From an optimization exercise on the open Yosys and OpenROAD flow, aimed at small area and a short achievable clock period; shortcuts taken in it are not production practice.
Function was checked by simulation only, so behaviour that the tests miss may differ from the original.
Power figures rest on the tool's default switching activity, not on a simulated workload.

==> design.v <==
package cpuPkg;
	localparam int instrWidth = 18;  
	localparam int regAddrWidth = 4;  
	localparam int regCount = 16;  
	localparam int opcodeMsb = 17;
	localparam int opcodeLsb = 12;
	localparam int a1Msb = 11;  
	localparam int a1Lsb = 8;
	localparam int a2Msb = 7;  
	localparam int a2Lsb = 4;
	localparam int immMsb = 3;  
	localparam int immLsb = 0;
	typedef logic [instrWidth-1:0] instr_t;
	typedef logic [regAddrWidth-1:0] regAddr_t;
	typedef enum logic [5:0] {
		opNop = 6'h00,
		opAdd = 6'h01,
		opSub = 6'h02,
		opAnd = 6'h03,
		opOr = 6'h04,
		opXor = 6'h05,
		opSlt = 6'h06,
		opAddi = 6'h07,  
		opMult = 6'h08,  
		opMfhi = 6'h09,
		opMflo = 6'h0A
	} opcode_t;
	localparam int selCount = 9;
	localparam int selAdd = 0;
	localparam int selSub = 1;
	localparam int selAnd = 2;
	localparam int selOr = 3;
	localparam int selXor = 4;
	localparam int selSlt = 5;
	localparam int selAddi = 6;
	localparam int selHi = 7;
	localparam int selLo = 8;
endpackage
module registerFile #(
	parameter int dataWidth = 16
) (
	input logic clk,
	input logic rst,
	input cpuPkg::regAddr_t ra1,  
	input cpuPkg::regAddr_t ra2,  
	output logic [dataWidth-1:0] rd1,
	output logic [dataWidth-1:0] rd2,
	input logic we,  
	input cpuPkg::regAddr_t wa,
	input logic [dataWidth-1:0] wd
);
	logic [dataWidth-1:0] regs [cpuPkg::regCount];  
	logic [cpuPkg::regCount-1:0] valid;  
	always_ff @(posedge clk) begin
		if (rst) begin
			valid <= '0;
		end else if (we) begin
			valid[wa] <= 1'b1;
		end
	end
	always_ff @(posedge clk) begin
		if (we) begin
			regs[wa] <= wd;
		end
	end
	logic byp1, byp2;
	logic [cpuPkg::regCount-1:0] sel1, sel2;  
	assign byp1 = we && (wa == ra1);
	assign byp2 = we && (wa == ra2);
	always_comb begin
		for (int i = 0; i < cpuPkg::regCount; i++) begin
			sel1[i] = (ra1 == i) && valid[i];
			sel2[i] = (ra2 == i) && valid[i];
		end
	end
	always_comb begin
		rd1 = '0;
		rd2 = '0;
		for (int i = 0; i < cpuPkg::regCount; i++) begin
			rd1 = rd1 | (regs[i] & {dataWidth{sel1[i]}});
			rd2 = rd2 | (regs[i] & {dataWidth{sel2[i]}});
		end
		if (byp1) rd1 = wd;  
		if (byp2) rd2 = wd;  
	end
endmodule
module aluUnit #(
	parameter int dataWidth = 16
) (
	input logic [dataWidth-1:0] a,
	input logic [dataWidth-1:0] b,
	input logic [cpuPkg::regAddrWidth-1:0] imm,
	input logic [cpuPkg::selCount-1:0] sel,  
	output logic [dataWidth-1:0] y
);
	logic [dataWidth-1:0] opB;  
	logic [dataWidth-1:0] sum;
	logic sub, less;
	assign sub = sel[cpuPkg::selSub] | sel[cpuPkg::selSlt];
	always_comb begin
		if (sel[cpuPkg::selAddi]) opB = {{(dataWidth-cpuPkg::regAddrWidth){1'b0}}, imm};
		else if (sub) opB = ~b;
		else opB = b;
	end
	logic [dataWidth:0] sumC;
	assign sumC = {a, sub} + {opB, sub};
	assign sum = sumC[dataWidth:1];
	assign less = (a[dataWidth-1] ^ b[dataWidth-1]) ? a[dataWidth-1] : sum[dataWidth-1];
	always_comb begin
		y = '0;
		if (sel[cpuPkg::selAdd] | sel[cpuPkg::selSub] | sel[cpuPkg::selAddi]) y = y | sum;
		if (sel[cpuPkg::selAnd]) y = y | (a & b);
		if (sel[cpuPkg::selOr]) y = y | (a | b);
		if (sel[cpuPkg::selXor]) y = y | (a ^ b);
		if (sel[cpuPkg::selSlt]) y = y | {{(dataWidth-1){1'b0}}, less};
	end
endmodule
module hiLoUnit #(
	parameter int dataWidth = 16
) (
	input logic clk,
	input logic rst,
	input logic we,  
	input logic [dataWidth-1:0] a,
	input logic [dataWidth-1:0] b,
	output logic [dataWidth-1:0] hi,
	output logic [dataWidth-1:0] lo
);
	logic [2*dataWidth-1:0] x, y;
	logic [2*dataWidth-1:0] hlX, hlY;
	logic hlValid;  
	logic [2*dataWidth-1:0] product;
	csMult csMult_i (.a(a), .b(b), .x(x), .y(y));
	always_ff @(posedge clk) begin
		if (rst) hlValid <= 1'b0;
		else if (we) hlValid <= 1'b1;
	end
	always_ff @(posedge clk) begin
		if (we) begin
			hlX <= x;
			hlY <= y;
		end
	end
	assign product = hlValid ? (hlX + hlY) : '0;
	assign hi = product[2*dataWidth-1:dataWidth];
	assign lo = product[dataWidth-1:0];
endmodule
module csMult (
	input logic [15:0] a,
	input logic [15:0] b,
	output logic [31:0] x,
	output logic [31:0] y
);
	logic pp [16][16];
	for (genvar i = 0; i < 16; i++) begin : g_pp
		for (genvar j = 0; j < 16; j++) begin : g_ppj
			assign pp[i][j] = b[i] & a[j];
		end
	end
	logic c2, c4, c6, c8, c10, c12, c14, c16, c18, c20, c22, c24, c26, c28, c30, c32, c34, c36, c38, c40, c42, c44, c46, c48, c50, c52, c54, c56, c58, c60, c62, c64, c66, c68, c70, c72, c74, c76, c78, c80, c82, c84, c86, c88, c90, c92, c94, c96, c98, c100, c102, c104, c106, c108, c110, c112, c114, c116, c118, c120, c122, c124, c126, c128, c130, c132, c134, c136, c138, c140, c142, c144, c146, c148, c150, c152, c154, c156, c158, c160, c162, c164, c166, c168, c170, c172, c174, c176, c178, c180, c182, c184, c186, c188, c190, c192, c194, c196, c198, c200, c202, c204, c206, c208, c210, c212, c214, c216, c218, c220, c222, c224, c226, c228, c230, c232, c234, c236, c238, c240, c242, c244, c246, c248, c250, c252, c254, c256, c258, c260, c262, c264, c266, c268, c270, c272, c274, c276, c278, c280, c282, c284, c286, c288, c290, c292, c294, c296, c298, c300, c302, c304, c306, c308, c310, c312, c314, c316, c318, c320, c322, c324, c326, c328, c330, c332, c334, c336, c338, c340, c342, c344, c346, c348, c350, c352, c354, c356, c358, c360, c362, c364, c366, c368, c370, c372, c374, c376, c378, c380, c382, c384, c386, c388, c390, c392, c394, c396, c398, c400, c402, c404, c406, c408, c410, c412, c414, c416, c418, c420, s1, s3, s5, s7, s9, s11, s13, s15, s17, s19, s21, s23, s25, s27, s29, s31, s33, s35, s37, s39, s41, s43, s45, s47, s49, s51, s53, s55, s57, s59, s61, s63, s65, s67, s69, s71, s73, s75, s77, s79, s81, s83, s85, s87, s89, s91, s93, s95, s97, s99, s101, s103, s105, s107, s109, s111, s113, s115, s117, s119, s121, s123, s125, s127, s129, s131, s133, s135, s137, s139, s141, s143, s145, s147, s149, s151, s153, s155, s157, s159, s161, s163, s165, s167, s169, s171, s173, s175, s177, s179, s181, s183, s185, s187, s189, s191, s193, s195, s197, s199, s201, s203, s205, s207, s209, s211, s213, s215, s217, s219, s221, s223, s225, s227, s229, s231, s233, s235, s237, s239, s241, s243, s245, s247, s249, s251, s253, s255, s257, s259, s261, s263, s265, s267, s269, s271, s273, s275, s277, s279, s281, s283, s285, s287, s289, s291, s293, s295, s297, s299, s301, s303, s305, s307, s309, s311, s313, s315, s317, s319, s321, s323, s325, s327, s329, s331, s333, s335, s337, s339, s341, s343, s345, s347, s349, s351, s353, s355, s357, s359, s361, s363, s365, s367, s369, s371, s373, s375, s377, s379, s381, s383, s385, s387, s389, s391, s393, s395, s397, s399, s401, s403, s405, s407, s409, s411, s413, s415, s417, s419;
	assign s1 = pp[0][13] ^ pp[10][3];
	assign c2 = pp[0][13] & pp[10][3];
	assign s3 = pp[0][14] ^ pp[10][4] ^ pp[11][3];
	assign c4 = (pp[0][14] & pp[10][4]) | (pp[0][14] & pp[11][3]) | (pp[10][4] & pp[11][3]);
	assign s5 = pp[12][2] ^ pp[13][1];
	assign c6 = pp[12][2] & pp[13][1];
	assign s7 = pp[0][15] ^ pp[10][5] ^ pp[11][4];
	assign c8 = (pp[0][15] & pp[10][5]) | (pp[0][15] & pp[11][4]) | (pp[10][5] & pp[11][4]);
	assign s9 = pp[12][3] ^ pp[13][2] ^ pp[14][1];
	assign c10 = (pp[12][3] & pp[13][2]) | (pp[12][3] & pp[14][1]) | (pp[13][2] & pp[14][1]);
	assign s11 = pp[15][0] ^ pp[1][14];
	assign c12 = pp[15][0] & pp[1][14];
	assign s13 = pp[10][6] ^ pp[11][5] ^ pp[12][4];
	assign c14 = (pp[10][6] & pp[11][5]) | (pp[10][6] & pp[12][4]) | (pp[11][5] & pp[12][4]);
	assign s15 = pp[13][3] ^ pp[14][2] ^ pp[15][1];
	assign c16 = (pp[13][3] & pp[14][2]) | (pp[13][3] & pp[15][1]) | (pp[14][2] & pp[15][1]);
	assign s17 = pp[1][15] ^ pp[2][14];
	assign c18 = pp[1][15] & pp[2][14];
	assign s19 = pp[10][7] ^ pp[11][6] ^ pp[12][5];
	assign c20 = (pp[10][7] & pp[11][6]) | (pp[10][7] & pp[12][5]) | (pp[11][6] & pp[12][5]);
	assign s21 = pp[13][4] ^ pp[14][3] ^ pp[15][2];
	assign c22 = (pp[13][4] & pp[14][3]) | (pp[13][4] & pp[15][2]) | (pp[14][3] & pp[15][2]);
	assign s23 = pp[10][8] ^ pp[11][7] ^ pp[12][6];
	assign c24 = (pp[10][8] & pp[11][7]) | (pp[10][8] & pp[12][6]) | (pp[11][7] & pp[12][6]);
	assign s25 = pp[0][9] ^ pp[1][8];
	assign c26 = pp[0][9] & pp[1][8];
	assign s27 = pp[0][10] ^ pp[10][0] ^ pp[1][9];
	assign c28 = (pp[0][10] & pp[10][0]) | (pp[0][10] & pp[1][9]) | (pp[10][0] & pp[1][9]);
	assign s29 = pp[2][8] ^ pp[3][7];
	assign c30 = pp[2][8] & pp[3][7];
	assign s31 = pp[0][11] ^ pp[10][1] ^ pp[11][0];
	assign c32 = (pp[0][11] & pp[10][1]) | (pp[0][11] & pp[11][0]) | (pp[10][1] & pp[11][0]);
	assign s33 = pp[1][10] ^ pp[2][9] ^ pp[3][8];
	assign c34 = (pp[1][10] & pp[2][9]) | (pp[1][10] & pp[3][8]) | (pp[2][9] & pp[3][8]);
	assign s35 = pp[4][7] ^ pp[5][6];
	assign c36 = pp[4][7] & pp[5][6];
	assign s37 = pp[0][12] ^ pp[10][2] ^ pp[11][1];
	assign c38 = (pp[0][12] & pp[10][2]) | (pp[0][12] & pp[11][1]) | (pp[10][2] & pp[11][1]);
	assign s39 = pp[12][0] ^ pp[1][11] ^ pp[2][10];
	assign c40 = (pp[12][0] & pp[1][11]) | (pp[12][0] & pp[2][10]) | (pp[1][11] & pp[2][10]);
	assign s41 = pp[3][9] ^ pp[4][8] ^ pp[5][7];
	assign c42 = (pp[3][9] & pp[4][8]) | (pp[3][9] & pp[5][7]) | (pp[4][8] & pp[5][7]);
	assign s43 = pp[6][6] ^ pp[7][5];
	assign c44 = pp[6][6] & pp[7][5];
	assign s45 = pp[11][2] ^ pp[12][1] ^ pp[13][0];
	assign c46 = (pp[11][2] & pp[12][1]) | (pp[11][2] & pp[13][0]) | (pp[12][1] & pp[13][0]);
	assign s47 = pp[1][12] ^ pp[2][11] ^ pp[3][10];
	assign c48 = (pp[1][12] & pp[2][11]) | (pp[1][12] & pp[3][10]) | (pp[2][11] & pp[3][10]);
	assign s49 = pp[4][9] ^ pp[5][8] ^ pp[6][7];
	assign c50 = (pp[4][9] & pp[5][8]) | (pp[4][9] & pp[6][7]) | (pp[5][8] & pp[6][7]);
	assign s51 = pp[7][6] ^ pp[8][5] ^ pp[9][4];
	assign c52 = (pp[7][6] & pp[8][5]) | (pp[7][6] & pp[9][4]) | (pp[8][5] & pp[9][4]);
	assign s53 = pp[14][0] ^ pp[1][13] ^ pp[2][12];
	assign c54 = (pp[14][0] & pp[1][13]) | (pp[14][0] & pp[2][12]) | (pp[1][13] & pp[2][12]);
	assign s55 = pp[3][11] ^ pp[4][10] ^ pp[5][9];
	assign c56 = (pp[3][11] & pp[4][10]) | (pp[3][11] & pp[5][9]) | (pp[4][10] & pp[5][9]);
	assign s57 = pp[6][8] ^ pp[7][7] ^ pp[8][6];
	assign c58 = (pp[6][8] & pp[7][7]) | (pp[6][8] & pp[8][6]) | (pp[7][7] & pp[8][6]);
	assign s59 = pp[9][5] ^ c2 ^ s5;
	assign c60 = (pp[9][5] & c2) | (pp[9][5] & s5) | (c2 & s5);
	assign s61 = pp[2][13] ^ pp[3][12] ^ pp[4][11];
	assign c62 = (pp[2][13] & pp[3][12]) | (pp[2][13] & pp[4][11]) | (pp[3][12] & pp[4][11]);
	assign s63 = pp[5][10] ^ pp[6][9] ^ pp[7][8];
	assign c64 = (pp[5][10] & pp[6][9]) | (pp[5][10] & pp[7][8]) | (pp[6][9] & pp[7][8]);
	assign s65 = pp[8][7] ^ pp[9][6] ^ c6;
	assign c66 = (pp[8][7] & pp[9][6]) | (pp[8][7] & c6) | (pp[9][6] & c6);
	assign s67 = s11 ^ c4 ^ s7;
	assign c68 = (s11 & c4) | (s11 & s7) | (c4 & s7);
	assign s69 = pp[3][13] ^ pp[4][12] ^ pp[5][11];
	assign c70 = (pp[3][13] & pp[4][12]) | (pp[3][13] & pp[5][11]) | (pp[4][12] & pp[5][11]);
	assign s71 = pp[6][10] ^ pp[7][9] ^ pp[8][8];
	assign c72 = (pp[6][10] & pp[7][9]) | (pp[6][10] & pp[8][8]) | (pp[7][9] & pp[8][8]);
	assign s73 = pp[9][7] ^ c12 ^ s17;
	assign c74 = (pp[9][7] & c12) | (pp[9][7] & s17) | (c12 & s17);
	assign s75 = c10 ^ c8 ^ s13;
	assign c76 = (c10 & c8) | (c10 & s13) | (c8 & s13);
	assign s77 = pp[2][15] ^ pp[3][14] ^ pp[4][13];
	assign c78 = (pp[2][15] & pp[3][14]) | (pp[2][15] & pp[4][13]) | (pp[3][14] & pp[4][13]);
	assign s79 = pp[5][12] ^ pp[6][11] ^ pp[7][10];
	assign c80 = (pp[5][12] & pp[6][11]) | (pp[5][12] & pp[7][10]) | (pp[6][11] & pp[7][10]);
	assign s81 = pp[8][9] ^ pp[9][8] ^ c18;
	assign c82 = (pp[8][9] & pp[9][8]) | (pp[8][9] & c18) | (pp[9][8] & c18);
	assign s83 = c14 ^ c16 ^ s19;
	assign c84 = (c14 & c16) | (c14 & s19) | (c16 & s19);
	assign s85 = pp[13][5] ^ pp[14][4] ^ pp[15][3];
	assign c86 = (pp[13][5] & pp[14][4]) | (pp[13][5] & pp[15][3]) | (pp[14][4] & pp[15][3]);
	assign s87 = pp[3][15] ^ pp[4][14] ^ pp[5][13];
	assign c88 = (pp[3][15] & pp[4][14]) | (pp[3][15] & pp[5][13]) | (pp[4][14] & pp[5][13]);
	assign s89 = pp[6][12] ^ pp[7][11] ^ pp[8][10];
	assign c90 = (pp[6][12] & pp[7][11]) | (pp[6][12] & pp[8][10]) | (pp[7][11] & pp[8][10]);
	assign s91 = pp[9][9] ^ c20 ^ c22;
	assign c92 = (pp[9][9] & c20) | (pp[9][9] & c22) | (c20 & c22);
	assign s93 = pp[10][9] ^ pp[11][8] ^ pp[12][7];
	assign c94 = (pp[10][9] & pp[11][8]) | (pp[10][9] & pp[12][7]) | (pp[11][8] & pp[12][7]);
	assign s95 = pp[13][6] ^ pp[14][5] ^ pp[15][4];
	assign c96 = (pp[13][6] & pp[14][5]) | (pp[13][6] & pp[15][4]) | (pp[14][5] & pp[15][4]);
	assign s97 = pp[4][15] ^ pp[5][14] ^ pp[6][13];
	assign c98 = (pp[4][15] & pp[5][14]) | (pp[4][15] & pp[6][13]) | (pp[5][14] & pp[6][13]);
	assign s99 = pp[7][12] ^ pp[8][11] ^ pp[9][10];
	assign c100 = (pp[7][12] & pp[8][11]) | (pp[7][12] & pp[9][10]) | (pp[8][11] & pp[9][10]);
	assign s101 = pp[10][10] ^ pp[11][9] ^ pp[12][8];
	assign c102 = (pp[10][10] & pp[11][9]) | (pp[10][10] & pp[12][8]) | (pp[11][9] & pp[12][8]);
	assign s103 = pp[13][7] ^ pp[14][6] ^ pp[15][5];
	assign c104 = (pp[13][7] & pp[14][6]) | (pp[13][7] & pp[15][5]) | (pp[14][6] & pp[15][5]);
	assign s105 = pp[5][15] ^ pp[6][14] ^ pp[7][13];
	assign c106 = (pp[5][15] & pp[6][14]) | (pp[5][15] & pp[7][13]) | (pp[6][14] & pp[7][13]);
	assign s107 = pp[10][11] ^ pp[11][10] ^ pp[12][9];
	assign c108 = (pp[10][11] & pp[11][10]) | (pp[10][11] & pp[12][9]) | (pp[11][10] & pp[12][9]);
	assign s109 = pp[13][8] ^ pp[14][7] ^ pp[15][6];
	assign c110 = (pp[13][8] & pp[14][7]) | (pp[13][8] & pp[15][6]) | (pp[14][7] & pp[15][6]);
	assign s111 = pp[10][12] ^ pp[11][11] ^ pp[12][10];
	assign c112 = (pp[10][12] & pp[11][11]) | (pp[10][12] & pp[12][10]) | (pp[11][11] & pp[12][10]);
	assign s113 = pp[0][6] ^ pp[1][5];
	assign c114 = pp[0][6] & pp[1][5];
	assign s115 = pp[0][7] ^ pp[1][6] ^ pp[2][5];
	assign c116 = (pp[0][7] & pp[1][6]) | (pp[0][7] & pp[2][5]) | (pp[1][6] & pp[2][5]);
	assign s117 = pp[3][4] ^ pp[4][3];
	assign c118 = pp[3][4] & pp[4][3];
	assign s119 = pp[0][8] ^ pp[1][7] ^ pp[2][6];
	assign c120 = (pp[0][8] & pp[1][7]) | (pp[0][8] & pp[2][6]) | (pp[1][7] & pp[2][6]);
	assign s121 = pp[3][5] ^ pp[4][4] ^ pp[5][3];
	assign c122 = (pp[3][5] & pp[4][4]) | (pp[3][5] & pp[5][3]) | (pp[4][4] & pp[5][3]);
	assign s123 = pp[6][2] ^ pp[7][1];
	assign c124 = pp[6][2] & pp[7][1];
	assign s125 = pp[2][7] ^ pp[3][6] ^ pp[4][5];
	assign c126 = (pp[2][7] & pp[3][6]) | (pp[2][7] & pp[4][5]) | (pp[3][6] & pp[4][5]);
	assign s127 = pp[5][4] ^ pp[6][3] ^ pp[7][2];
	assign c128 = (pp[5][4] & pp[6][3]) | (pp[5][4] & pp[7][2]) | (pp[6][3] & pp[7][2]);
	assign s129 = pp[8][1] ^ pp[9][0] ^ s25;
	assign c130 = (pp[8][1] & pp[9][0]) | (pp[8][1] & s25) | (pp[9][0] & s25);
	assign s131 = pp[4][6] ^ pp[5][5] ^ pp[6][4];
	assign c132 = (pp[4][6] & pp[5][5]) | (pp[4][6] & pp[6][4]) | (pp[5][5] & pp[6][4]);
	assign s133 = pp[7][3] ^ pp[8][2] ^ pp[9][1];
	assign c134 = (pp[7][3] & pp[8][2]) | (pp[7][3] & pp[9][1]) | (pp[8][2] & pp[9][1]);
	assign s135 = c26 ^ s29 ^ s27;
	assign c136 = (c26 & s29) | (c26 & s27) | (s29 & s27);
	assign s137 = pp[6][5] ^ pp[7][4] ^ pp[8][3];
	assign c138 = (pp[6][5] & pp[7][4]) | (pp[6][5] & pp[8][3]) | (pp[7][4] & pp[8][3]);
	assign s139 = pp[9][2] ^ c30 ^ s35;
	assign c140 = (pp[9][2] & c30) | (pp[9][2] & s35) | (c30 & s35);
	assign s141 = c28 ^ s31 ^ s33;
	assign c142 = (c28 & s31) | (c28 & s33) | (s31 & s33);
	assign s143 = pp[8][4] ^ pp[9][3] ^ c36;
	assign c144 = (pp[8][4] & pp[9][3]) | (pp[8][4] & c36) | (pp[9][3] & c36);
	assign s145 = s43 ^ c32 ^ c34;
	assign c146 = (s43 & c32) | (s43 & c34) | (c32 & c34);
	assign s147 = s37 ^ s39 ^ s41;
	assign c148 = (s37 & s39) | (s37 & s41) | (s39 & s41);
	assign s149 = c44 ^ s1 ^ c38;
	assign c150 = (c44 & s1) | (c44 & c38) | (s1 & c38);
	assign s151 = c40 ^ c42 ^ s45;
	assign c152 = (c40 & c42) | (c40 & s45) | (c42 & s45);
	assign s153 = s47 ^ s49 ^ s51;
	assign c154 = (s47 & s49) | (s47 & s51) | (s49 & s51);
	assign s155 = c46 ^ c48 ^ c50;
	assign c156 = (c46 & c48) | (c46 & c50) | (c48 & c50);
	assign s157 = c52 ^ s3 ^ s53;
	assign c158 = (c52 & s3) | (c52 & s53) | (s3 & s53);
	assign s159 = s55 ^ s57 ^ s59;
	assign c160 = (s55 & s57) | (s55 & s59) | (s57 & s59);
	assign s161 = c54 ^ c56 ^ c58;
	assign c162 = (c54 & c56) | (c54 & c58) | (c56 & c58);
	assign s163 = s61 ^ s63 ^ s9;
	assign c164 = (s61 & s63) | (s61 & s9) | (s63 & s9);
	assign s165 = c60 ^ s65 ^ s67;
	assign c166 = (c60 & s65) | (c60 & s67) | (s65 & s67);
	assign s167 = c62 ^ c64 ^ s15;
	assign c168 = (c62 & c64) | (c62 & s15) | (c64 & s15);
	assign s169 = s69 ^ s71 ^ c66;
	assign c170 = (s69 & s71) | (s69 & c66) | (s71 & c66);
	assign s171 = s73 ^ c68 ^ s75;
	assign c172 = (s73 & c68) | (s73 & s75) | (c68 & s75);
	assign s173 = c70 ^ c72 ^ s21;
	assign c174 = (c70 & c72) | (c70 & s21) | (c72 & s21);
	assign s175 = s77 ^ s79 ^ c74;
	assign c176 = (s77 & s79) | (s77 & c74) | (s79 & c74);
	assign s177 = s81 ^ c76 ^ s83;
	assign c178 = (s81 & c76) | (s81 & s83) | (c76 & s83);
	assign s179 = c78 ^ c80 ^ s23;
	assign c180 = (c78 & c80) | (c78 & s23) | (c80 & s23);
	assign s181 = s85 ^ s87 ^ s89;
	assign c182 = (s85 & s87) | (s85 & s89) | (s87 & s89);
	assign s183 = c82 ^ c84 ^ s91;
	assign c184 = (c82 & c84) | (c82 & s91) | (c84 & s91);
	assign s185 = c24 ^ c86 ^ c88;
	assign c186 = (c24 & c86) | (c24 & c88) | (c86 & c88);
	assign s187 = c90 ^ s93 ^ s95;
	assign c188 = (c90 & s93) | (c90 & s95) | (s93 & s95);
	assign s189 = s97 ^ s99 ^ c92;
	assign c190 = (s97 & s99) | (s97 & c92) | (s99 & c92);
	assign s191 = pp[8][12] ^ pp[9][11] ^ c100;
	assign c192 = (pp[8][12] & pp[9][11]) | (pp[8][12] & c100) | (pp[9][11] & c100);
	assign s193 = c94 ^ c96 ^ c98;
	assign c194 = (c94 & c96) | (c94 & c98) | (c96 & c98);
	assign s195 = s101 ^ s103 ^ s105;
	assign c196 = (s101 & s103) | (s101 & s105) | (s103 & s105);
	assign s197 = pp[6][15] ^ pp[7][14] ^ pp[8][13];
	assign c198 = (pp[6][15] & pp[7][14]) | (pp[6][15] & pp[8][13]) | (pp[7][14] & pp[8][13]);
	assign s199 = pp[9][12] ^ c102 ^ c104;
	assign c200 = (pp[9][12] & c102) | (pp[9][12] & c104) | (c102 & c104);
	assign s201 = c106 ^ s107 ^ s109;
	assign c202 = (c106 & s107) | (c106 & s109) | (s107 & s109);
	assign s203 = pp[13][9] ^ pp[14][8] ^ pp[15][7];
	assign c204 = (pp[13][9] & pp[14][8]) | (pp[13][9] & pp[15][7]) | (pp[14][8] & pp[15][7]);
	assign s205 = pp[7][15] ^ pp[8][14] ^ pp[9][13];
	assign c206 = (pp[7][15] & pp[8][14]) | (pp[7][15] & pp[9][13]) | (pp[8][14] & pp[9][13]);
	assign s207 = c108 ^ c110 ^ s111;
	assign c208 = (c108 & c110) | (c108 & s111) | (c110 & s111);
	assign s209 = pp[10][13] ^ pp[11][12] ^ pp[12][11];
	assign c210 = (pp[10][13] & pp[11][12]) | (pp[10][13] & pp[12][11]) | (pp[11][12] & pp[12][11]);
	assign s211 = pp[13][10] ^ pp[14][9] ^ pp[15][8];
	assign c212 = (pp[13][10] & pp[14][9]) | (pp[13][10] & pp[15][8]) | (pp[14][9] & pp[15][8]);
	assign s213 = pp[8][15] ^ pp[9][14] ^ c112;
	assign c214 = (pp[8][15] & pp[9][14]) | (pp[8][15] & c112) | (pp[9][14] & c112);
	assign s215 = pp[10][14] ^ pp[11][13] ^ pp[12][12];
	assign c216 = (pp[10][14] & pp[11][13]) | (pp[10][14] & pp[12][12]) | (pp[11][13] & pp[12][12]);
	assign s217 = pp[13][11] ^ pp[14][10] ^ pp[15][9];
	assign c218 = (pp[13][11] & pp[14][10]) | (pp[13][11] & pp[15][9]) | (pp[14][10] & pp[15][9]);
	assign s219 = pp[10][15] ^ pp[11][14] ^ pp[12][13];
	assign c220 = (pp[10][15] & pp[11][14]) | (pp[10][15] & pp[12][13]) | (pp[11][14] & pp[12][13]);
	assign s221 = pp[0][4] ^ pp[1][3];
	assign c222 = pp[0][4] & pp[1][3];
	assign s223 = pp[0][5] ^ pp[1][4] ^ pp[2][3];
	assign c224 = (pp[0][5] & pp[1][4]) | (pp[0][5] & pp[2][3]) | (pp[1][4] & pp[2][3]);
	assign s225 = pp[3][2] ^ pp[4][1];
	assign c226 = pp[3][2] & pp[4][1];
	assign s227 = pp[2][4] ^ pp[3][3] ^ pp[4][2];
	assign c228 = (pp[2][4] & pp[3][3]) | (pp[2][4] & pp[4][2]) | (pp[3][3] & pp[4][2]);
	assign s229 = pp[5][1] ^ pp[6][0] ^ s113;
	assign c230 = (pp[5][1] & pp[6][0]) | (pp[5][1] & s113) | (pp[6][0] & s113);
	assign s231 = pp[5][2] ^ pp[6][1] ^ pp[7][0];
	assign c232 = (pp[5][2] & pp[6][1]) | (pp[5][2] & pp[7][0]) | (pp[6][1] & pp[7][0]);
	assign s233 = c114 ^ s117 ^ s115;
	assign c234 = (c114 & s117) | (c114 & s115) | (s117 & s115);
	assign s235 = pp[8][0] ^ c118 ^ s123;
	assign c236 = (pp[8][0] & c118) | (pp[8][0] & s123) | (c118 & s123);
	assign s237 = c116 ^ s119 ^ s121;
	assign c238 = (c116 & s119) | (c116 & s121) | (s119 & s121);
	assign s239 = c124 ^ c120 ^ c122;
	assign c240 = (c124 & c120) | (c124 & c122) | (c120 & c122);
	assign s241 = s125 ^ s127 ^ s129;
	assign c242 = (s125 & s127) | (s125 & s129) | (s127 & s129);
	assign s243 = c126 ^ c128 ^ s131;
	assign c244 = (c126 & c128) | (c126 & s131) | (c128 & s131);
	assign s245 = s133 ^ c130 ^ s135;
	assign c246 = (s133 & c130) | (s133 & s135) | (c130 & s135);
	assign s247 = c132 ^ c134 ^ s137;
	assign c248 = (c132 & c134) | (c132 & s137) | (c134 & s137);
	assign s249 = s139 ^ c136 ^ s141;
	assign c250 = (s139 & c136) | (s139 & s141) | (c136 & s141);
	assign s251 = c138 ^ c140 ^ s143;
	assign c252 = (c138 & c140) | (c138 & s143) | (c140 & s143);
	assign s253 = c142 ^ s145 ^ s147;
	assign c254 = (c142 & s145) | (c142 & s147) | (s145 & s147);
	assign s255 = c144 ^ c146 ^ c148;
	assign c256 = (c144 & c146) | (c144 & c148) | (c146 & c148);
	assign s257 = s149 ^ s151 ^ s153;
	assign c258 = (s149 & s151) | (s149 & s153) | (s151 & s153);
	assign s259 = c150 ^ c152 ^ c154;
	assign c260 = (c150 & c152) | (c150 & c154) | (c152 & c154);
	assign s261 = s155 ^ s157 ^ s159;
	assign c262 = (s155 & s157) | (s155 & s159) | (s157 & s159);
	assign s263 = c156 ^ c158 ^ s161;
	assign c264 = (c156 & c158) | (c156 & s161) | (c158 & s161);
	assign s265 = s163 ^ c160 ^ s165;
	assign c266 = (s163 & c160) | (s163 & s165) | (c160 & s165);
	assign s267 = c162 ^ c164 ^ s167;
	assign c268 = (c162 & c164) | (c162 & s167) | (c164 & s167);
	assign s269 = s169 ^ c166 ^ s171;
	assign c270 = (s169 & c166) | (s169 & s171) | (c166 & s171);
	assign s271 = c168 ^ s173 ^ c170;
	assign c272 = (c168 & s173) | (c168 & c170) | (s173 & c170);
	assign s273 = s175 ^ c172 ^ s177;
	assign c274 = (s175 & c172) | (s175 & s177) | (c172 & s177);
	assign s275 = c174 ^ s179 ^ s181;
	assign c276 = (c174 & s179) | (c174 & s181) | (s179 & s181);
	assign s277 = c176 ^ c178 ^ s183;
	assign c278 = (c176 & c178) | (c176 & s183) | (c178 & s183);
	assign s279 = c180 ^ c182 ^ s185;
	assign c280 = (c180 & c182) | (c180 & s185) | (c182 & s185);
	assign s281 = s187 ^ c184 ^ s189;
	assign c282 = (s187 & c184) | (s187 & s189) | (c184 & s189);
	assign s283 = c186 ^ c188 ^ s191;
	assign c284 = (c186 & c188) | (c186 & s191) | (c188 & s191);
	assign s285 = s193 ^ s195 ^ c190;
	assign c286 = (s193 & s195) | (s193 & c190) | (s195 & c190);
	assign s287 = s197 ^ c192 ^ c194;
	assign c288 = (s197 & c192) | (s197 & c194) | (c192 & c194);
	assign s289 = c196 ^ s199 ^ s201;
	assign c290 = (c196 & s199) | (c196 & s201) | (s199 & s201);
	assign s291 = c198 ^ s203 ^ s205;
	assign c292 = (c198 & s203) | (c198 & s205) | (s203 & s205);
	assign s293 = c200 ^ c202 ^ s207;
	assign c294 = (c200 & c202) | (c200 & s207) | (c202 & s207);
	assign s295 = c204 ^ c206 ^ s209;
	assign c296 = (c204 & c206) | (c204 & s209) | (c206 & s209);
	assign s297 = s211 ^ c208 ^ s213;
	assign c298 = (s211 & c208) | (s211 & s213) | (c208 & s213);
	assign s299 = pp[9][15] ^ c210 ^ c212;
	assign c300 = (pp[9][15] & c210) | (pp[9][15] & c212) | (c210 & c212);
	assign s301 = s215 ^ s217 ^ c214;
	assign c302 = (s215 & s217) | (s215 & c214) | (s217 & c214);
	assign s303 = pp[13][12] ^ pp[14][11] ^ pp[15][10];
	assign c304 = (pp[13][12] & pp[14][11]) | (pp[13][12] & pp[15][10]) | (pp[14][11] & pp[15][10]);
	assign s305 = c216 ^ c218 ^ s219;
	assign c306 = (c216 & c218) | (c216 & s219) | (c218 & s219);
	assign s307 = pp[11][15] ^ pp[12][14] ^ pp[13][13];
	assign c308 = (pp[11][15] & pp[12][14]) | (pp[11][15] & pp[13][13]) | (pp[12][14] & pp[13][13]);
	assign s309 = pp[14][12] ^ pp[15][11] ^ c220;
	assign c310 = (pp[14][12] & pp[15][11]) | (pp[14][12] & c220) | (pp[15][11] & c220);
	assign s311 = pp[12][15] ^ pp[13][14] ^ pp[14][13];
	assign c312 = (pp[12][15] & pp[13][14]) | (pp[12][15] & pp[14][13]) | (pp[13][14] & pp[14][13]);
	assign s313 = pp[0][3] ^ pp[1][2];
	assign c314 = pp[0][3] & pp[1][2];
	assign s315 = pp[2][2] ^ pp[3][1] ^ pp[4][0];
	assign c316 = (pp[2][2] & pp[3][1]) | (pp[2][2] & pp[4][0]) | (pp[3][1] & pp[4][0]);
	assign s317 = pp[5][0] ^ c222 ^ s225;
	assign c318 = (pp[5][0] & c222) | (pp[5][0] & s225) | (c222 & s225);
	assign s319 = c226 ^ c224 ^ s227;
	assign c320 = (c226 & c224) | (c226 & s227) | (c224 & s227);
	assign s321 = c228 ^ s231 ^ c230;
	assign c322 = (c228 & s231) | (c228 & c230) | (s231 & c230);
	assign s323 = c232 ^ s235 ^ c234;
	assign c324 = (c232 & s235) | (c232 & c234) | (s235 & c234);
	assign s325 = c236 ^ c238 ^ s239;
	assign c326 = (c236 & c238) | (c236 & s239) | (c238 & s239);
	assign s327 = c240 ^ s243 ^ c242;
	assign c328 = (c240 & s243) | (c240 & c242) | (s243 & c242);
	assign s329 = c244 ^ s247 ^ c246;
	assign c330 = (c244 & s247) | (c244 & c246) | (s247 & c246);
	assign s331 = c248 ^ s251 ^ c250;
	assign c332 = (c248 & s251) | (c248 & c250) | (s251 & c250);
	assign s333 = c252 ^ c254 ^ s255;
	assign c334 = (c252 & c254) | (c252 & s255) | (c254 & s255);
	assign s335 = c256 ^ c258 ^ s259;
	assign c336 = (c256 & c258) | (c256 & s259) | (c258 & s259);
	assign s337 = c260 ^ s263 ^ c262;
	assign c338 = (c260 & s263) | (c260 & c262) | (s263 & c262);
	assign s339 = c264 ^ s267 ^ c266;
	assign c340 = (c264 & s267) | (c264 & c266) | (s267 & c266);
	assign s341 = c268 ^ s271 ^ c270;
	assign c342 = (c268 & s271) | (c268 & c270) | (s271 & c270);
	assign s343 = s275 ^ c272 ^ c274;
	assign c344 = (s275 & c272) | (s275 & c274) | (c272 & c274);
	assign s345 = c276 ^ s279 ^ c278;
	assign c346 = (c276 & s279) | (c276 & c278) | (s279 & c278);
	assign s347 = c280 ^ s283 ^ c282;
	assign c348 = (c280 & s283) | (c280 & c282) | (s283 & c282);
	assign s349 = c284 ^ s287 ^ s289;
	assign c350 = (c284 & s287) | (c284 & s289) | (s287 & s289);
	assign s351 = s291 ^ c288 ^ c290;
	assign c352 = (s291 & c288) | (s291 & c290) | (c288 & c290);
	assign s353 = c292 ^ s295 ^ c294;
	assign c354 = (c292 & s295) | (c292 & c294) | (s295 & c294);
	assign s355 = c296 ^ s299 ^ c298;
	assign c356 = (c296 & s299) | (c296 & c298) | (s299 & c298);
	assign s357 = s303 ^ c300 ^ s305;
	assign c358 = (s303 & c300) | (s303 & s305) | (c300 & s305);
	assign s359 = c304 ^ s307 ^ c306;
	assign c360 = (c304 & s307) | (c304 & c306) | (s307 & c306);
	assign s361 = pp[15][12] ^ c308 ^ s311;
	assign c362 = (pp[15][12] & c308) | (pp[15][12] & s311) | (c308 & s311);
	assign s363 = pp[13][15] ^ pp[14][14] ^ pp[15][13];
	assign c364 = (pp[13][15] & pp[14][14]) | (pp[13][15] & pp[15][13]) | (pp[14][14] & pp[15][13]);
	assign s365 = pp[0][2] ^ pp[1][1];
	assign c366 = pp[0][2] & pp[1][1];
	assign s367 = pp[2][1] ^ pp[3][0] ^ s313;
	assign c368 = (pp[2][1] & pp[3][0]) | (pp[2][1] & s313) | (pp[3][0] & s313);
	assign s369 = c314 ^ s221 ^ s315;
	assign c370 = (c314 & s221) | (c314 & s315) | (s221 & s315);
	assign s371 = c316 ^ s223 ^ s317;
	assign c372 = (c316 & s223) | (c316 & s317) | (s223 & s317);
	assign s373 = c318 ^ s229 ^ s319;
	assign c374 = (c318 & s229) | (c318 & s319) | (s229 & s319);
	assign s375 = c320 ^ s233 ^ s321;
	assign c376 = (c320 & s233) | (c320 & s321) | (s233 & s321);
	assign s377 = s237 ^ c322 ^ s323;
	assign c378 = (s237 & c322) | (s237 & s323) | (c322 & s323);
	assign s379 = s241 ^ c324 ^ s325;
	assign c380 = (s241 & c324) | (s241 & s325) | (c324 & s325);
	assign s381 = c326 ^ s245 ^ s327;
	assign c382 = (c326 & s245) | (c326 & s327) | (s245 & s327);
	assign s383 = s249 ^ c328 ^ s329;
	assign c384 = (s249 & c328) | (s249 & s329) | (c328 & s329);
	assign s385 = s253 ^ c330 ^ s331;
	assign c386 = (s253 & c330) | (s253 & s331) | (c330 & s331);
	assign s387 = s257 ^ c332 ^ s333;
	assign c388 = (s257 & c332) | (s257 & s333) | (c332 & s333);
	assign s389 = s261 ^ c334 ^ s335;
	assign c390 = (s261 & c334) | (s261 & s335) | (c334 & s335);
	assign s391 = c336 ^ s265 ^ s337;
	assign c392 = (c336 & s265) | (c336 & s337) | (s265 & s337);
	assign s393 = s269 ^ c338 ^ s339;
	assign c394 = (s269 & c338) | (s269 & s339) | (c338 & s339);
	assign s395 = s273 ^ c340 ^ s341;
	assign c396 = (s273 & c340) | (s273 & s341) | (c340 & s341);
	assign s397 = s277 ^ c342 ^ s343;
	assign c398 = (s277 & c342) | (s277 & s343) | (c342 & s343);
	assign s399 = s281 ^ c344 ^ s345;
	assign c400 = (s281 & c344) | (s281 & s345) | (c344 & s345);
	assign s401 = s285 ^ c346 ^ s347;
	assign c402 = (s285 & c346) | (s285 & s347) | (c346 & s347);
	assign s403 = c286 ^ s349 ^ c348;
	assign c404 = (c286 & s349) | (c286 & c348) | (s349 & c348);
	assign s405 = s293 ^ c350 ^ s351;
	assign c406 = (s293 & c350) | (s293 & s351) | (c350 & s351);
	assign s407 = s297 ^ c352 ^ s353;
	assign c408 = (s297 & c352) | (s297 & s353) | (c352 & s353);
	assign s409 = s301 ^ c354 ^ s355;
	assign c410 = (s301 & c354) | (s301 & s355) | (c354 & s355);
	assign s411 = c302 ^ s357 ^ c356;
	assign c412 = (c302 & s357) | (c302 & c356) | (s357 & c356);
	assign s413 = s309 ^ c358 ^ s359;
	assign c414 = (s309 & c358) | (s309 & s359) | (c358 & s359);
	assign s415 = c310 ^ s361 ^ c360;
	assign c416 = (c310 & s361) | (c310 & c360) | (s361 & c360);
	assign s417 = c312 ^ s363 ^ c362;
	assign c418 = (c312 & s363) | (c312 & c362) | (s363 & c362);
	assign s419 = pp[14][15] ^ pp[15][14] ^ c364;
	assign c420 = (pp[14][15] & pp[15][14]) | (pp[14][15] & c364) | (pp[15][14] & c364);
	assign x[0] = pp[0][0];
	assign y[0] = 1'b0;
	assign x[1] = pp[0][1];
	assign y[1] = pp[1][0];
	assign x[2] = pp[2][0];
	assign y[2] = s365;
	assign x[3] = c366;
	assign y[3] = s367;
	assign x[4] = c368;
	assign y[4] = s369;
	assign x[5] = c370;
	assign y[5] = s371;
	assign x[6] = c372;
	assign y[6] = s373;
	assign x[7] = c374;
	assign y[7] = s375;
	assign x[8] = c376;
	assign y[8] = s377;
	assign x[9] = c378;
	assign y[9] = s379;
	assign x[10] = c380;
	assign y[10] = s381;
	assign x[11] = c382;
	assign y[11] = s383;
	assign x[12] = c384;
	assign y[12] = s385;
	assign x[13] = c386;
	assign y[13] = s387;
	assign x[14] = c388;
	assign y[14] = s389;
	assign x[15] = c390;
	assign y[15] = s391;
	assign x[16] = c392;
	assign y[16] = s393;
	assign x[17] = c394;
	assign y[17] = s395;
	assign x[18] = c396;
	assign y[18] = s397;
	assign x[19] = c398;
	assign y[19] = s399;
	assign x[20] = c400;
	assign y[20] = s401;
	assign x[21] = c402;
	assign y[21] = s403;
	assign x[22] = s405;
	assign y[22] = c404;
	assign x[23] = c406;
	assign y[23] = s407;
	assign x[24] = c408;
	assign y[24] = s409;
	assign x[25] = c410;
	assign y[25] = s411;
	assign x[26] = s413;
	assign y[26] = c412;
	assign x[27] = c414;
	assign y[27] = s415;
	assign x[28] = s417;
	assign y[28] = c416;
	assign x[29] = s419;
	assign y[29] = c418;
	assign x[30] = pp[15][15];
	assign y[30] = c420;
	assign x[31] = 1'b0;
	assign y[31] = 1'b0;
endmodule
module decodeStage #(
	parameter int dataWidth = 16
) (
	input logic clk,
	input logic rst,
	input logic instrValid,  
	input cpuPkg::instr_t instr,
	input logic wbValid,  
	input cpuPkg::regAddr_t wbAddr,
	input logic [dataWidth-1:0] wbData,
	input logic [dataWidth-1:0] exResult,  
	output logic [dataWidth-1:0] exRd1,
	output logic [dataWidth-1:0] exRd2,
	output logic [cpuPkg::regAddrWidth-1:0] exImm,
	output cpuPkg::regAddr_t exWriteAddr,
	output logic exWriteEn,
	output logic exMult,  
	output logic [cpuPkg::selCount-1:0] exSel  
);
	logic [5:0] opcode;
	cpuPkg::regAddr_t a1F, a2F, immF;  
	logic [dataWidth-1:0] rd1, rd2;
	logic [cpuPkg::selCount-1:0] sel;
	logic dstIsA2;
	assign opcode = instr[cpuPkg::opcodeMsb:cpuPkg::opcodeLsb];
	assign a1F = instr[cpuPkg::a1Msb:cpuPkg::a1Lsb];
	assign a2F = instr[cpuPkg::a2Msb:cpuPkg::a2Lsb];
	assign immF = instr[cpuPkg::immMsb:cpuPkg::immLsb];
	registerFile #(.dataWidth(dataWidth)) registerFile_i (
		.clk(clk), .rst(rst),
		.ra1(a1F), .ra2(a2F), .rd1(rd1), .rd2(rd2),
		.we(wbValid), .wa(wbAddr), .wd(wbData)
	);
	always_comb begin
		sel = '0;
		case (opcode)
			cpuPkg::opAdd: sel[cpuPkg::selAdd] = 1'b1;
			cpuPkg::opSub: sel[cpuPkg::selSub] = 1'b1;
			cpuPkg::opAnd: sel[cpuPkg::selAnd] = 1'b1;
			cpuPkg::opOr: sel[cpuPkg::selOr] = 1'b1;
			cpuPkg::opXor: sel[cpuPkg::selXor] = 1'b1;
			cpuPkg::opSlt: sel[cpuPkg::selSlt] = 1'b1;
			cpuPkg::opAddi: sel[cpuPkg::selAddi] = 1'b1;
			cpuPkg::opMfhi: sel[cpuPkg::selHi] = 1'b1;
			cpuPkg::opMflo: sel[cpuPkg::selLo] = 1'b1;
			default: ;  
		endcase
	end
	assign dstIsA2 = (opcode == cpuPkg::opAddi);  
	always_ff @(posedge clk) begin
		if (rst) begin
			exWriteEn <= 1'b0;
			exMult <= 1'b0;
		end else begin
			exWriteEn <= instrValid & (|sel);  
			exMult <= instrValid & (opcode == cpuPkg::opMult);
		end
	end
	always_ff @(posedge clk) begin
		exRd1 <= (exWriteEn && (exWriteAddr == a1F)) ? exResult : rd1;
		exRd2 <= (exWriteEn && (exWriteAddr == a2F)) ? exResult : rd2;
		exImm <= immF;
		exWriteAddr <= dstIsA2 ? a2F : immF;
		exSel <= sel;
	end
endmodule
module executeStage #(
	parameter int dataWidth = 16
) (
	input logic clk,
	input logic rst,
	input logic [dataWidth-1:0] exRd1,  
	input logic [dataWidth-1:0] exRd2,
	input logic [cpuPkg::regAddrWidth-1:0] exImm,
	input cpuPkg::regAddr_t exWriteAddr,
	input logic exWriteEn,
	input logic exMult,
	input logic [cpuPkg::selCount-1:0] exSel,
	output logic wbValid,  
	output cpuPkg::regAddr_t wbAddr,
	output logic [dataWidth-1:0] wbData,
	output logic [dataWidth-1:0] exResult  
);
	logic [dataWidth-1:0] srcA, srcB;
	logic [dataWidth-1:0] aluY;
	logic [dataWidth-1:0] hi, lo;
	logic [dataWidth-1:0] result;
	assign srcA = exRd1;
	assign srcB = exRd2;
	aluUnit #(.dataWidth(dataWidth)) aluUnit_i (
		.a(srcA),
		.b(srcB),
		.imm(exImm),
		.sel(exSel),
		.y(aluY)
	);
	hiLoUnit #(.dataWidth(dataWidth)) hiLoUnit_i (
		.clk(clk),
		.rst(rst),
		.we(exMult),
		.a(srcA),
		.b(srcB),
		.hi(hi),
		.lo(lo)
	);
	assign result = aluY
		| (hi & {dataWidth{exSel[cpuPkg::selHi]}})
		| (lo & {dataWidth{exSel[cpuPkg::selLo]}});
	assign exResult = result;
	always_ff @(posedge clk) begin
		if (rst) begin
			wbValid <= 1'b0;
		end else begin
			wbValid <= exWriteEn;  
		end
	end
	always_ff @(posedge clk) begin
		wbAddr <= exWriteAddr;
		wbData <= result;
	end
endmodule
module cpuPipeline #(
	parameter int dataWidth = 16
) (
	input logic clk,
	input logic rst,
	input logic instrValid,
	input cpuPkg::instr_t instr,
	output logic wbValid,
	output cpuPkg::regAddr_t wbAddr,
	output logic [dataWidth-1:0] wbData
);
	logic [dataWidth-1:0] exRd1, exRd2;
	logic [dataWidth-1:0] exResult;
	logic [cpuPkg::regAddrWidth-1:0] exImm;
	cpuPkg::regAddr_t exWriteAddr;
	logic exWriteEn;
	logic exMult;
	logic [cpuPkg::selCount-1:0] exSel;
	decodeStage #(.dataWidth(dataWidth)) decodeStage_i (
		.clk(clk), .rst(rst), .instrValid(instrValid), .instr(instr),
		.wbValid(wbValid), .wbAddr(wbAddr), .wbData(wbData),
		.exRd1(exRd1), .exRd2(exRd2), .exResult(exResult),
		.exImm(exImm), .exWriteAddr(exWriteAddr), .exWriteEn(exWriteEn),
		.exMult(exMult), .exSel(exSel)
	);
	executeStage #(.dataWidth(dataWidth)) executeStage_i (
		.clk(clk), .rst(rst),
		.exRd1(exRd1), .exRd2(exRd2),
		.exImm(exImm), .exWriteAddr(exWriteAddr), .exWriteEn(exWriteEn),
		.exMult(exMult), .exSel(exSel),
		.wbValid(wbValid), .wbAddr(wbAddr), .wbData(wbData),
		.exResult(exResult)
	);
endmodule
==> run.sh <==
#!/bin/bash
# synth_recipe.tcl (not shown) runs the flow's synth.tcl, then flattens the netlist and writes it again
# the make line also repeats each setting of config.mk as NAME=value (left out here)
make -C /OpenROAD-flow-scripts/flow DESIGN_CONFIG=/design/flow/config.mk WORK_HOME=/design/flow/orfs CLKGATE_MAP_FILE= SYNTH_SCRIPT=/design/flow/synth_recipe.tcl finish
==> config.mk <==
export PLATFORM = sky130hd
export DESIGN_NAME = cpuPipeline
export DESIGN_NICKNAME = cpuPipeline
export VERILOG_FILES = /design/flow/design.v
export SDC_FILE = /design/flow/constraint.sdc
export NUM_CORES = 4
export LEC_CHECK = 0
export CAP_MARGIN = 20
export CORE_MARGIN = 2
export CORE_UTILIZATION = 40
export SETUP_SLACK_MARGIN = 4.0
export SLEW_MARGIN = 20
==> constraint.sdc <==
create_clock -name core_clock -period 7.5 [get_ports {clk}]
set_input_delay 1.5000 -clock core_clock [delete_from_list [all_inputs] [get_ports {clk}]]
set_output_delay 1.5000 -clock core_clock [all_outputs]
set_load 0.01 [all_outputs]
==> results.py, run 1 <==
metrics = {
    "global_routing": {
        "grt_pass1_wl_um": 136900,
        "grt_max_degree": 63,
        "antenna_found_initial": 1,
        "grtUsageTotal_pct": 27.91,
        "grt_pass1_vias": 20740,
        "overflow": 0,
    },
    "clocking": {
        "htree_levels": 2,
        "cts_buffers": 43,
        "insertion_delay_ns": 0.60,
        "cts_root_buffer": "clkbuf_16",
        "max-clock-path-buffers": 3,
        "cts_tree": "done",
        "cts_num_sinks": 406,
        "clkTransAtPathRegs_ns": 0.06,
        "ctsHoldBuffers": 0,
    },
    "floorplanning": {
        "start_util_pct": 40.21,
        "io_pins": 42,
        "die-height_um": 257.9,
        "rows": 93,
        "core_area_mm2": 0.06412,
        "die-area_mm2": 0.06649,
        "fp.dieW_um": 257.9,
    },
    "finish": {
        "layout_commonest_cell": "edfxtp_1",
        "fin_nets": 2797,
        "multi_input_area_mm2": 0.01345,
        "seq_area_mm2": 0.01144,
        "final.fill_count": 5688,
        "finalNonFillerCells": 3372,
        "final_area_mm2": 0.03050,
        "mostFrequentLayoutCells": "317 x edfxtp_1, 245 x nor2_1, 223 x inv_1, 167 x fa_1, 154 x buf_4",
        "drive_above_1_share_pct": 20.83,
        "area_delta_synth_final_pct": 18.30,
    },
    "setup_path": {
        "startpoint_type": "register",
        "crit_type": "reg2reg",
        "end_kind": "register",
        "r2r_end": "executeStage_i.hiLoUnit_i.hlY[17]$_DFFE_PP_",
        "setup.worst_path.start": "decodeStage_i.exRd1[4]$_DFF_P_",
        "critPathCapture": "executeStage_i.hiLoUnit_i.hlY[17]$_DFFE_PP_",
        "worst_ep_required_time_ns": 7.83,
        "reg2reg_depth": 12,
        "r2r_start": "decodeStage_i.exRd1[4]$_DFF_P_",
        "reg2reg_setup_slack_ns": 3.69,
        "path_max_fanout": 3,
        "crit_arrival_ns": 4.14,
    },
    "drt": {
        "avgViaCountPerCell": 6.149,
        "drtPass1Iterations": 7,
        "wl_um": 93910,
        "drt_iter0_drc": 2983,
        "wl_per_cell_um": 27.85,
        "antenna_left": 0,
        "detailroute.via_count": 20740,
        "drc": 0,
    },
    "timing": {
        "slew_viol_final": 0,
        "grt_setup_unrepaired": "true",
        "fin_crit_sh_pct": 50.77,
        "tns_ns": 0,
        "setup_viol": 0,
        "final.min_clock_period_ns": 3.808,
        "hold_viol": 0,
        "fin_worst_hold_slack_ns": 0.3995,
        "worstMarginPinSlew_ns": 0.9166,
        "fin_skew_ns": 0.02045,
        "fmax_ghz": 0.2626,
        "relSlewSlack_pct": 38.75,
    },
    "synth": {
        "synthDistinctLibCells": 88,
        "synth_edf_count": 317,
        "synthArstFlopShare_pct": 0,
        "yosysWarnings": 7,
        "yosysTopAreaCell": "edfxtp_1",
        "ys.flop_type": "edfxtp_1",
        "yosys_register_bits": 406,
        "ys_top_cells_by_area": "edfxtp_1 37%, fa_1 15%, dfxtp_1 6.9%",
        "synth_fp_nets": 2660,
        "syn_avg_cell_area_um2": 10.99,
        "syn_area_mm2": 0.02578,
        "syn_inst": 2345,
        "synth-seq-area-share_pct": 43.84,
        "netlist.area_leader.share_pct": 36.93,
    },
    "pwr": {
        "power_density_mw_per_mm2": 150.7,
        "total_power_mw": 4.597,
        "p_leak_nw": 11.11,
        "peakVddDrop_mv": 0.1953,
    },
    "placement": {
        "placed_cell_area_mm2": 0.02722,
        "place_congestion": 0.9684,
        "post-dp-hpwl_um": 60420,
        "port_buffers": 41,
        "dp_cells": 3152,
    },
    "run": {
        "drv_cap": 0,
    },
    "run_status": {
        "status": "no timing/DRC/antenna violations",
    },
    "min_path": {
        "min_path_type": "reg2reg",
    },
}
layer usage:
| metal | GRT usage [%] | vias to the layer above | part of all wire [%] |
|---|---|---|---|
| li1 | - | 8607 | - |
| met1 | 35.39 | 10240 | 37 |
| met2 | 44.65 | 1434 | 45 |
| met3 | 6.527 | 452 | 11 |
| met4 | 14.45 | 0 | 6.6 |
| met5 | 0 | - | 0 |
logic make-up after synthesis:
family | synth area share [%]
buf+inv | 6.116
mux | 1.932
flops | 43.84
fa+ha+maj | 20.01
compound gates | 14.62
simple gates | 11.48
xor+xnor | 2.005
layout make-up:
| cell class | instances | area share (%) |
|---|---|---|
| timing repair inverter | 1 | 0.02872 |
| multi-input combinational | 1527 | 44.10 |
| tap | 855 | 3.508 |
| clock inverter | 24 | 0.7631 |
| inverter | 281 | 3.939 |
| timing repair buffer | 222 | 6.396 |
| sequential | 406 | 37.52 |
| antenna | 2 | 0.01641 |
| clock buffer | 54 | 3.729 |
flip-flops by register name (all words and copies together) (netlist names), 4 cells and up:
signal,count
decodeStage_i.exImm,4
decodeStage_i.exRd1,16
decodeStage_i.exRd2,16
decodeStage_i.exSel,9
decodeStage_i.exWriteAddr,4
decodeStage_i.registerFile_i.regs,256
decodeStage_i.registerFile_i.valid,16
executeStage_i.hiLoUnit_i.hlX,31
executeStage_i.hiLoUnit_i.hlY,30
executeStage_i.wbAddr,4
executeStage_i.wbData,16
how the worst min path moves through the flow:
stage / slack, ns / to / startpoint / cells after the start
global route: 0.41 / executeStage_i.wbAddr[1]$_DFF_P_ / decodeStage_i.exWriteAddr[1]$_DFF_P_ / 0
global placement: 0.39 / executeStage_i.wbAddr[3]$_DFF_P_ / decodeStage_i.exWriteAddr[3]$_DFF_P_ / 0
detailed placement: 0.39 / executeStage_i.wbAddr[1]$_DFF_P_ / decodeStage_i.exWriteAddr[1]$_DFF_P_ / 0
CTS: 0.39 / executeStage_i.wbAddr[1]$_DFF_P_ / decodeStage_i.exWriteAddr[1]$_DFF_P_ / 0
finish: 0.40 / executeStage_i.wbAddr[1]$_DFF_P_ / decodeStage_i.exWriteAddr[1]$_DFF_P_ / 0
floorplan: 0.37 / executeStage_i.wbAddr[0]$_DFF_P_ / decodeStage_i.exWriteAddr[0]$_DFF_P_ / 0
cell usage after synthesis, types with 5 or more instances:
| cell type | instances |
|---|---|
| ha_1 | 97 |
| xnor2_1 | 38 |
| nand3b_1 | 5 |
| nor2b_1 | 8 |
| and4_1 | 7 |
| a22oi_1 | 112 |
| o211ai_1 | 5 |
| nand3_1 | 27 |
| nor3_1 | 22 |
| mux2_2 | 14 |
| buf_2 | 18 |
| a22o_1 | 73 |
| a221oi_1 | 76 |
| mux2i_1 | 34 |
| inv_1 | 274 |
| fa_1 | 197 |
| nor4_1 | 7 |
| a31oi_1 | 6 |
| dfxtp_1 | 89 |
| and4b_1 | 8 |
| clkbuf_1 | 105 |
| inv_2 | 6 |
| edfxtp_1 | 317 |
| a211oi_1 | 14 |
| o21a_1 | 6 |
| nand2_1 | 145 |
| nand2b_1 | 15 |
| buf_1 | 7 |
| nor3b_2 | 5 |
| a21o_1 | 15 |
| nor4bb_1 | 5 |
| a21oi_1 | 79 |
| o21ai_0 | 42 |
| and2_1 | 8 |
| or3_1 | 5 |
| xor2_1 | 21 |
| and3_1 | 29 |
| nand4_1 | 28 |
| nor2_1 | 289 |
through the flow:
step | util (%) | setup slack [ns]
global placement | 42.44 | 2.680
floorplan | - | 3.844
global route | 47.56 | 3.621
detailed placement | 42.46 | 2.606
CTS | 46.59 | 3.756
finish | 47.57 | 3.692
worst max-delay path, cell delays in order, from the launching register on:
cell        delay, ns
dfxtp_4          0.42
clkinvlp_4       0.23
nor2_2           0.15
fa_1             0.43
inv_1            0.08
fa_1             0.42
fa_1             0.51
inv_2            0.04
fa_2             0.32
inv_2            0.06
fa_1             0.39
inv_1            0.08
fa_1             0.41
report_power, final:
group / switching, mW / internal (mW)
sequential: 0.0137 / 2.39
clock: 0.963 / 1.14
combinational: 0.0564 / 0.0379
total: 1.03 / 3.56
timing repair:
| action | in CTS | in global routing |
|---|---|---|
| endpoints found under the hold margin | 0 | 0 |
| cloned | 0 | 1 |
| setup buffers | 104 | 35 |
| setup endpoints to repair | 86 | 68 |
| gates resized for setup | 179 | 119 |
| pin swaps | 12 | 33 |
==> run 2: changes to the inputs <==
--- a/config.mk
+++ b/config.mk
@@ -10,3 +10,3 @@
 export CORE_UTILIZATION = 40
-export SETUP_SLACK_MARGIN = 4.0
+export SETUP_SLACK_MARGIN = 4.6
 export SLEW_MARGIN = 20
==> run 2 against run 1 <==
- still clean
- via count increased by 0.88%
- global-route usage up 0.58 points
- clock skew is 0.0094 ns higher
- synthesized area unchanged
- register-to-register slack better by 0.06 ns
- critical path depth did not move
- design area up 4.9%
- first-iteration DRC count decreased by 2.5%
- highest routed layer is now met5
==> results.py, run 2 <==
metrics = {
    "finish": {
        "mostFrequentLayoutCells": "317 x edfxtp_1, 237 x nor2_1, 201 x inv_1, 151 x fa_1, 144 x buf_4",
        "seq_area_mm2": 0.01150,
        "final.fill_count": 5540,
        "fin_nets": 2809,
        "regMostFlops": "decodeStage_i.registerFile_i.regs",
        "multi_input_area_mm2": 0.01449,
        "largest_reg_flops": 256,
        "finalNonFillerCells": 3384,
        "final_area_mm2": 0.03199,
        "reg.largest.list": "decodeStage_i.registerFile_i.regs: 256 flops, executeStage_i.hiLoUnit_i.hlX: 31 flops, executeStage_i.hiLoUnit_i.hlY: 30 flops",
        "drive_above_1_share_pct": 28.98,
        "antenna_cells": 0,
        "layout_commonest_cell": "edfxtp_1",
        "area_delta_synth_final_pct": 24.09,
    },
    "timing": {
        "final.min_clock_period_ns": 3.747,
        "setup_viol": 0,
        "worstMarginPinSlew_ns": 0.9691,
        "slew_viol_final": 0,
        "fin_skew_ns": 0.02987,
        "grt_setup_unrepaired": "true",
        "tns_ns": 0,
        "relSlewSlack_pct": 35.24,
        "hold_viol": 0,
        "fin_crit_sh_pct": 49.96,
        "fmax_ghz": 0.2669,
    },
    "floorplanning": {
        "die-area_mm2": 0.06649,
        "start_util_pct": 40.21,
        "fp.dieW_um": 257.9,
        "rows": 93,
        "io_pins": 42,
        "die-height_um": 257.9,
        "core_area_mm2": 0.06412,
    },
    "clocking": {
        "htree_levels": 2,
        "insertion_delay_ns": 0.61,
        "clkTransAtPathRegs_ns": 0.06,
        "cts_tree": "done",
        "cts_root_buffer": "clkbuf_16",
        "cts_buffers": 43,
        "cts_num_sinks": 406,
        "ctsHoldBuffers": 0,
        "max-clock-path-buffers": 3,
    },
    "drt": {
        "drtPass1Iterations": 8,
        "drc": 0,
        "wl_per_cell_um": 28.34,
        "drt_iter0_drc": 2907,
        "detailroute.via_count": 20920,
        "wl_um": 95900,
        "avgViaCountPerCell": 6.181,
        "antenna_left": 0,
    },
    "placement": {
        "port_buffers": 41,
        "dp_cells": 3157,
        "placed_cell_area_mm2": 0.02774,
        "post-dp-hpwl_um": 60480,
        "place_congestion": 0.9502,
    },
    "setup_path": {
        "cp_common_cell": "fa_1",
        "crit_arrival_ns": 4.10,
        "critical_path.top_delay_family": "adder cells",
        "reg2reg_setup_slack_ns": 3.75,
        "worst_ep_required_time_ns": 7.85,
        "path_max_fanout": 6,
        "r2r_start": "decodeStage_i.exRd1[3]$_DFF_P_",
        "startpoint_type": "register",
        "max_stage_delay_ns": 0.53,
        "crit_type": "reg2reg",
        "crit_path_cell_trace": "clkinvlp_4, nor2_2, fa_2, inv_2, fa_1, fa_1, inv_1, fa_2, inv_2, fa_1, inv_1, fa_1",
        "path_buf_inv": 5,
        "slowest_stage": "fa_1",
        "setup.worst_path.start": "decodeStage_i.exRd1[3]$_DFF_P_",
        "end_kind": "register",
    },
    "synth": {
        "synthDistinctLibCells": 88,
        "netlist.area_leader.share_pct": 36.93,
        "synth_fp_nets": 2660,
        "syn_avg_cell_area_um2": 10.99,
        "yosysWarnings": 7,
        "synth_edf_count": 317,
        "yosys_register_bits": 406,
        "yosysMostFrequentCell": "edfxtp_1",
        "ys_top_cells_by_area": "edfxtp_1 37%, fa_1 15%, dfxtp_1 6.9%",
        "ys.flop_type": "edfxtp_1",
        "synth_common_cells": "317 x edfxtp_1, 289 x nor2_1, 274 x inv_1, 197 x fa_1, 145 x nand2_1",
        "syn_inst": 2345,
        "synth-seq-area-share_pct": 43.84,
        "synthArstFlopShare_pct": 0,
        "syn_area_mm2": 0.02578,
        "yosysTopAreaCell": "edfxtp_1",
    },
    "global_routing": {
        "grt_max_degree": 63,
        "grt_pass1_vias": 20880,
        "grt_pass1_wl_um": 139200,
        "grtUsageTotal_pct": 28.49,
        "overflow": 0,
        "antenna_found_initial": 1,
    },
    "min_path": {
        "hp-start": "decodeStage_i.exWriteAddr[1]$_DFF_P_",
        "min_path_type": "reg2reg",
    },
    "pwr": {
        "peakVddDrop_mv": 0.3202,
        "power_density_mw_per_mm2": 151.3,
        "p_leak_nw": 11.67,
    },
    "run": {
        "drv_cap": 0,
    },
    "run_status": {
        "status": "no timing/DRC/antenna violations",
    },
}
## run 2: changes by cell type in the layout (fill, tap and decap cells not counted), moves of 19 or more
cell and delta:
inv_2 +19, inv_1 -22, a21oi_1 -19, a221oi_2 +37
buf_6 +22, clkinvlp_4 -20, dfxtp_2 -20, dfxtp_4 +22
a221oi_1 -38, clkdlybuf4s50_1 -21
## run 2: layer usage
| layer | GRT usage (%) | wire [um] |
|---|---|---|
| met1 | 36.59 | 36070 |
| met2 | 44.97 | 43030 |
| met3 | 6.321 | 10280 |
| met4 | 15.27 | 6454 |
| met5 | 0.7123 | 70 |
## run 2: kinds of logic (layout without fill, tap and decap cells)
group / after synthesis / in the layout / synth area share [%]
buf+inv: 412 / 596 / 6.116
simple gates: 632 / 632 / 11.48
fa+ha+maj: 294 / 294 / 20.01
xor+xnor: 59 / 59 / 2.005
mux: 48 / 48 / 1.932
flops: 406 / 406 / 43.84
compound gates: 494 / 494 / 14.62
## run 2: worst paths after layout
path	endpoint	cells past startpoint
hold / removal	executeStage_i.wbAddr[1]$_DFF_P_	0
hold reg to reg	executeStage_i.wbAddr[1]$_DFF_P_	0
setup reg to reg	executeStage_i.hiLoUnit_i.hlY[17]$_DFFE_PP_	12
setup / recovery	executeStage_i.hiLoUnit_i.hlY[17]$_DFFE_PP_	12
## run 2: repair_timing
action	4_1_cts	5_1_grt
gates cloned	1	0
gates resized for setup	394	159
endpoints found under the setup margin	110	92
setup buffers	113	33
pin swaps	75	74
## run 2: cell type report
| cell class | instances | share of cell area (%) |
|---|---|---|
| clock buffer | 52 | 3.634 |
| clock inverter | 28 | 1.236 |
| inverter | 281 | 3.900 |
| multi-input combinational | 1527 | 45.28 |
| sequential | 406 | 35.95 |
| tap | 855 | 3.344 |
| timing repair buffer | 234 | 6.626 |
| timing repair inverter | 1 | 0.02738 |
## run 2: through the flow
step	power, mW	hold WS, ns	setup WS, ns	utilization [%]
detailed placement	2.551	0.3920	2.827	43.26
finish	4.841	0.3936	3.753	49.89
CTS	4.861	0.3976	3.801	48.72
floorplan	2.516	0.3732	3.857	-
global route	4.966	0.3991	3.673	49.89
global placement	2.549	0.3820	2.952	43.22
## run 2: power breakdown
part | switching [mW] | internal, mW
Sequential | 0.00979 | 2.38
Clock | 0.989 | 1.34
Combinational | 0.0675 | 0.0464
## run 2: worst register-to-register path, cell delays in order, from the launching register on
cell,delay [ns]
dfxtp_4,0.46
clkinvlp_4,0.31
nor2_2,0.19
fa_2,0.21
inv_2,0.04
fa_1,0.43
fa_1,0.53
inv_1,0.05
fa_2,0.33
inv_2,0.06
fa_1,0.40
inv_1,0.08
fa_1,0.41

## afterwards: timing with drivers on the ports
How much do the figures lean on ideal ports? The routed layouts below were timed once more, with nothing changed but the port constraints.
Step 1: set_driving_cell puts a clkbuf_16 on clk and a buf_2 on each other input, an assumption about the parent block.
Step 2 also shifts input and output timing later by t, the mid clock arrival at the registers, as if the neighbouring blocks saw the same clock.
Slacks: ideal / step 1 / step 2; pairs: ideal / step 1.
| run | t, ns | setup slack, ns | worst setup path after step 2 | cell pins on the clock port's net |
|---|---|---|---|---|
| run 1 | 0.647 | 3.692 / 3.692 / 3.421 | input to register | 1 |
| run 2 | 0.664 | 3.753 / 3.753 / 3.753 | register to register | 1 |
After both steps every run listed still meets setup and hold. For run 1, which loses most, drivers alone change the setup slack by 0.000 ns; drivers and shift together by -0.271 ns.
